Background: an optimization exercise with open tools, aiming at small area, a short achievable clock period and few clock cycles per item. Do not read the settings as production practice. In this exercise RTL edits were held to simulation tests only and were not proved equivalent to the original. Power and IR drop assume default switching activity.

## JK
Design sha1_block_ctrl, start of the top module:
module sha1_block_ctrl (
  input  logic         clk,
  input  logic         reset,
  input  logic         init,
  input  logic         word_valid,
  output logic         word_ready,
  input  logic [31:0]  word_data,
  output logic         busy,
  output logic         digest_valid,
  output logic [159:0] digest
);
  logic [3:0]   cnt_q;
  logic [5:0]   p_q;
  logic [1:0]   g_q, gn_q;
  logic         busy_q, fin_q, dv_q, first_q, l39_q, sel0_q, ldsel_q;
  logic [159:0] h_q;
  logic [31:0]  a_q, b_q, c_q, f0_q, pe_q, qd_q;
  logic [31:0]  we_q [8];
  logic [31:0]  wo_q [8];
  logic         take, ld, ldsel, pq0, sel0, step, last, fold;
  logic [1:0]   gnn_s;
  logic [5:0]   pnn_s;
  logic [31:0]  k_s, pe_x, pe_w, qd_x, qd_w, pe_d, qd_d;
  logic [127:0] st_init;
  logic [31:0]  a1_s, a2_s, wen_s, won_s, f0_d;
  assign word_ready   = !busy_q && !init;
  assign busy         = busy_q;
  assign digest_valid = dv_q;
  assign digest       = h_q;
  assign take = word_valid && word_ready;
  assign ld   = take && (cnt_q == 4'd0);
  assign pq0  = take && (cnt_q == 4'd2);
  assign sel0  = sel0_q;    
  assign ldsel = ldsel_q;   
  assign step = (busy_q && !fin_q) || (take && !cnt_q[0] && (cnt_q[3:2] != 2'd0));
  assign last = l39_q;      
  ...
make LEC_CHECK=0 CAP_MARGIN=20 CORE_MARGIN=2 CORE_UTILIZATION=55 CTS_CLUSTER_DIAMETER=60 CTS_CLUSTER_SIZE=24 PLACE_DENSITY=0.65 SETUP_SLACK_MARGIN=5.0 SLEW_MARGIN=20 finish   # period 10.0 ns
run.sh (not shown) runs the stock make flow with config.mk's settings and CLKGATE_MAP_FILE= SYNTH_SCRIPT=/design/flow/synth_recipe.tcl, a recipe that flattens the netlist after the stock synthesis.
Testbench counts of JK, summed over its fixed seeds: cycles 6,536, blocks 128.
> inputs changed (JK -> MS)
==> flow/flow/run.sh (new file) <==
#!/bin/bash
# The standard layout (standard.sh), with three repair settings changed:
# the port buffers are sky130_fd_sc_hd__buf_2 rather than the delay buffer
# buffer_ports picks by default, clock tree synthesis adds no dummy loads, and
# timing repair aims for 5.4 ns of setup slack. Each tool's output is in
# standard.log and ORFS's logs under orfs/.
set -o pipefail
export BUFFER_PORTS_ARGS="-buffer_cell sky130_fd_sc_hd__buf_2"
export CTS_ARGS="-sink_clustering_enable -repair_clock_nets -sink_clustering_size 24 -sink_clustering_max_diameter 60 -dont_use_dummy_load"
bash standard.sh SETUP_SLACK_MARGIN=5.4 finish > standard.log 2>&1
==> flow/standard.sh (new file) <==
#!/bin/bash
# synth_recipe.tcl (not shown) runs the flow's synth.tcl, then flattens the netlist and writes it again
# the make line also repeats each setting of config.mk as NAME=value (left out here)
make -C /OpenROAD-flow-scripts/flow DESIGN_CONFIG=/design/flow/config.mk WORK_HOME=/design/flow/orfs CLKGATE_MAP_FILE= SYNTH_SCRIPT=/design/flow/synth_recipe.tcl "${@:-finish}"
removed: flow/run.sh
The worst hold slack of MS was inferior to that of JK. Final cell count across JK and MS: no real change. Compare JK and MS | register-to-register slack lower: JK. Compare JK and MS | number of cells on the critical path higher: MS. MS ended with more relative max-transition margin than JK. Count of multi-input combinational gates of MS is on par with JK. Taking JK as 1.0, MS lands at 2.1 on post-cts repair resize count. Against JK, MS reports a fraction of area in clock buffers and inverters that is lower. Final routed wirelength across all metal layers deteriorates in MS relative to JK.
The inputs of AL differ from those of MS as listed below.
==> flow/flow/run.sh <==
#!/bin/bash
# The standard layout (standard.sh), with two repair settings changed:
# the port buffers are sky130_fd_sc_hd__buf_2 rather than the delay buffer
# buffer_ports picks by default, and timing repair aims for 5.4 ns of setup
# slack. Each tool's output is in standard.log and ORFS's logs under orfs/.
set -o pipefail
export BUFFER_PORTS_ARGS="-buffer_cell sky130_fd_sc_hd__buf_2"
bash standard.sh SETUP_SLACK_MARGIN=5.4 finish > standard.log 2>&1
MS ran to completion and came out clean on the timing, DRC and antenna checks. AL has completed all stages; timing, DRC and antenna checks passed. [compare] base=MS new=AL: wire length of the first global-routing pass shows no meaningful change; count of clock-buffer cells in the layout increased by 12 relative to the old numbers; synthesis-to-layout area growth moved up; total detailed-routing wirelength went up by 1.8 mm. In the tables for AL and MS, post-CTS setup buffer count reads lower with AL. Summary of AL over MS: met2 demand-to-capacity share in global routing went down 0.37 points, ratio of final minimum period to clock period up 0.34 points, design area rose by 1.8%, register-to-register slack now smaller. AL ended with more switching power than MS. Cmp AL and MS / non-clock buffer count in the final layout / higher: AL.

[static timing again, ports no longer ideal]
The results above use ideal ports. As a check the final layouts listed here were re-extracted and re-timed, cells and wires unchanged.
Step 1 (the two cells are an assumption about what drives the block):
set clk [get_ports {clk}]
set_driving_cell -lib_cell sky130_fd_sc_hd__clkbuf_16 $clk
set_driving_cell -lib_cell sky130_fd_sc_hd__buf_2 [delete_from_list [all_inputs] $clk]
Step 2 times the ports against the registers' clock, not the clock port: input delays grow and output delays shrink by t, the midpoint of the rising clock arrivals with the driver on.
Three values: no drivers, after step 1, after step 2; two values: the first two.
| run | t (ns) | setup WS [ns] | worst setup path at the end | cell pins on the clock port's net |
|---|---|---|---|---|
| JK | 0.738 | 5.010 / 5.010 / 4.476 | input to register | 1 |
| MS | 0.711 | 5.138 / 5.138 / 4.961 | input to register | 1 |
| AL | 0.740 | 5.104 / 5.104 / 4.923 | input to register | 1 |
After both steps setup and hold are still met in every run listed. For JK, which loses most, drivers alone change the setup slack by 0.000 ns; drivers and shift together by -0.534 ns.
